Background: an optimization exercise with open tools, aiming at small area. Do not read the settings as production practice.
Function was checked by simulation only, so behaviour that the tests miss may differ from the original.
Power figures rest on the tool's default switching activity, not on a simulated workload.

Setup of run A:
## wb_biquad_coeff_loader
module wb_biquad_coeff_loader #(
    parameter int  DATA_W  = 64,
    parameter int  ADDR_W  = 9,
    parameter int  N_SECT  = 4,
    parameter int  N_COEF  = 5,
    parameter int  TIMEOUT = biquad_pkg::DEFAULT_TIMEOUT,
    localparam int SECT_W  = (N_SECT > 1) ? $clog2(N_SECT) : 1,
    localparam int IDX_W   = (N_COEF > 1) ? $clog2(N_COEF) : 1
) (
    input  logic              wb_clk_i,
    input  logic              wb_rst_i,
    output logic              coeff_wbm_cyc_o,
    output logic              coeff_wbm_stb_o,
    output logic [ADDR_W-1:0] coeff_wbm_adr_o,
    input  logic [DATA_W-1:0] coeff_wbm_dat_i,
    input  logic              coeff_wbm_ack_i,
    input  logic [ADDR_W-1:0] base_adr_i,
    input  logic              load_i,
    input  logic              sample_stb_i,
    input  logic [SECT_W-1:0] rd_sect_i,
    input  logic [IDX_W-1:0]  rd_idx_i,
    output logic [DATA_W-1:0] rd_dat_o,
    output logic              busy_o,
    output logic              done_o,
    output logic              err_o
);
Size in the first run: about 2600 flip-flops, ~160 I/O pins.
export LEC_CHECK = 0
export CAP_MARGIN = 20
export CORE_MARGIN = 2
export CORE_UTILIZATION = 45
export CTS_BUF_LIST = sky130_fd_sc_hd__clkbuf_16
export CTS_CLUSTER_DIAMETER = 80
export CTS_CLUSTER_SIZE = 30
export SLEW_MARGIN = 20
create_clock -name core_clock -period 8.0 [get_ports {wb_clk_i}]
run.sh (not shown) runs the stock make flow with config.mk's settings and CLKGATE_MAP_FILE= SYNTH_SCRIPT=/design/flow/synth_recipe.tcl, a recipe that flattens the netlist after the stock synthesis.
#### Input delta (run B over run A)
# run A
export LEC_CHECK = 0
export CAP_MARGIN = 20
export CORE_MARGIN = 2
export CORE_UTILIZATION = 45
export CTS_BUF_LIST = sky130_fd_sc_hd__clkbuf_16
export CTS_CLUSTER_DIAMETER = 80
export CTS_CLUSTER_SIZE = 30
export SLEW_MARGIN = 20
create_clock -name core_clock -period 8.0 [get_ports {wb_clk_i}]
# run B
export LEC_CHECK = 0
export CAP_MARGIN = 20
export CORE_MARGIN = 2
export CORE_UTILIZATION = 65
export CTS_BUF_LIST = sky130_fd_sc_hd__clkbuf_4 sky130_fd_sc_hd__clkbuf_8
export SLEW_MARGIN = 20
create_clock -name core_clock -period 8.0 [get_ports {wb_clk_i}]
--- outcome ---
Relative to run A, the non-filler instance count after layout measured on run B has decreased by a few percent. Per the comparison of run B with run A, routed wire length higher; final non-filler cell area climbed about 3%; time the final worst path needs with I/O delays and setup now larger. From run A to run B the numbers moved as follows: power spent charging and discharging nets shows an increase of about 10%; fraction of synthesis flops using an asynchronous set or reset pin shows no meaningful change; die footprint shows a reduction of about 30%. Comparing amount of wire on met2 after detailed routing for run B and run A, the bigger number came from run B. Buffer share of cell area across run B and run A: no real change.
For run C, these inputs were changed with respect to run B:
# run B
export LEC_CHECK = 0
export CAP_MARGIN = 20
export CORE_MARGIN = 2
export CORE_UTILIZATION = 65
export CTS_BUF_LIST = sky130_fd_sc_hd__clkbuf_4 sky130_fd_sc_hd__clkbuf_8
export SLEW_MARGIN = 20
create_clock -name core_clock -period 8.0 [get_ports {wb_clk_i}]
# run C
export LEC_CHECK = 0
export CAP_MARGIN = 20
export CORE_MARGIN = 2
export CORE_UTILIZATION = 45
export CTS_BUF_LIST = sky130_fd_sc_hd__clkbuf_8
export CTS_CLUSTER_DIAMETER = 60
export CTS_CLUSTER_SIZE = 18
export SLEW_MARGIN = 20
create_clock -name core_clock -period 8.0 [get_ports {wb_clk_i}]
Notes after the runs:
Looking at setup slack across both flows, run C is the stronger of the two, with run B trailing.
The final reports for run C and run B show number of buffers on the longest clock path lower in the former.
Boundary pin count: run B vs run C identical
The global-route usage over all layers reported for run C is smaller than that of run B by 8.5 points.
Taking run B as the reference, in run C first-pass iteration count of the detailed router shrank by 4, count of plain and timing-repair buffers in the layout shrank by 3, final critical path time including I/O delays and setup shrank by 0.033 ns.
The power density relative to cell area of run C falls short of that of run B by 9.5%.
Taking run B as the reference, in run C die span in y now larger; clock skew now larger.
Die: run C bigger than run B
Edits applied to the flow inputs when going from run C to run D:
# run C
export LEC_CHECK = 0
export CAP_MARGIN = 20
export CORE_MARGIN = 2
export CORE_UTILIZATION = 45
export CTS_BUF_LIST = sky130_fd_sc_hd__clkbuf_8
export CTS_CLUSTER_DIAMETER = 60
export CTS_CLUSTER_SIZE = 18
export SLEW_MARGIN = 20
create_clock -name core_clock -period 8.0 [get_ports {wb_clk_i}]
# run D
export LEC_CHECK = 0
export CAP_MARGIN = 20
export CORE_MARGIN = 2
export CORE_UTILIZATION = 45
export CTS_BUF_LIST = sky130_fd_sc_hd__clkbuf_8
export CTS_CLUSTER_SIZE = 30
export SLEW_MARGIN = 20
create_clock -name core_clock -period 8.0 [get_ports {wb_clk_i}]
Findings:
- From run C to run D the numbers moved as follows: number of search-and-repair iterations in the first detailed-routing pass held; area inside the core boundary held; share of total power in the clock network went up 8.7 points.

## re-timing with driven ports
The flow's constraints put no driver on any port. The routed layouts listed below were extracted and timed again, unchanged, in two steps. Step 1 assumes that a clkbuf_16 drives the clock port and a buf_2 every other input. Step 2 moves the port delays by t, midway between the first and last clock arrival at a register: inputs arrive t later, outputs are due t later. That takes back most of the time a late clock gives input paths. a / b / c = ideal / step 1 / step 2; a / b = the first two.
| run | t (ns) | setup slack, ns | hold slack, ns | worst setup path after step 2 |
|---|---|---|---|---|
| run A | 0.823 | 2.369 / 2.291 / 3.114 | 0.417 / 0.417 / 0.417 | register to output |
| run B | 1.050 | 2.140 / 2.067 / 3.117 | 0.413 / 0.413 / 0.413 | register to output |
| run C | 1.026 | 2.173 / 2.095 / 3.121 | 0.400 / 0.400 / 0.400 | register to output |
| run D | 1.094 | 2.105 / 2.033 / 3.127 | 0.362 / 0.362 / 0.362 | register to output |
After both steps every run listed still meets setup and hold.
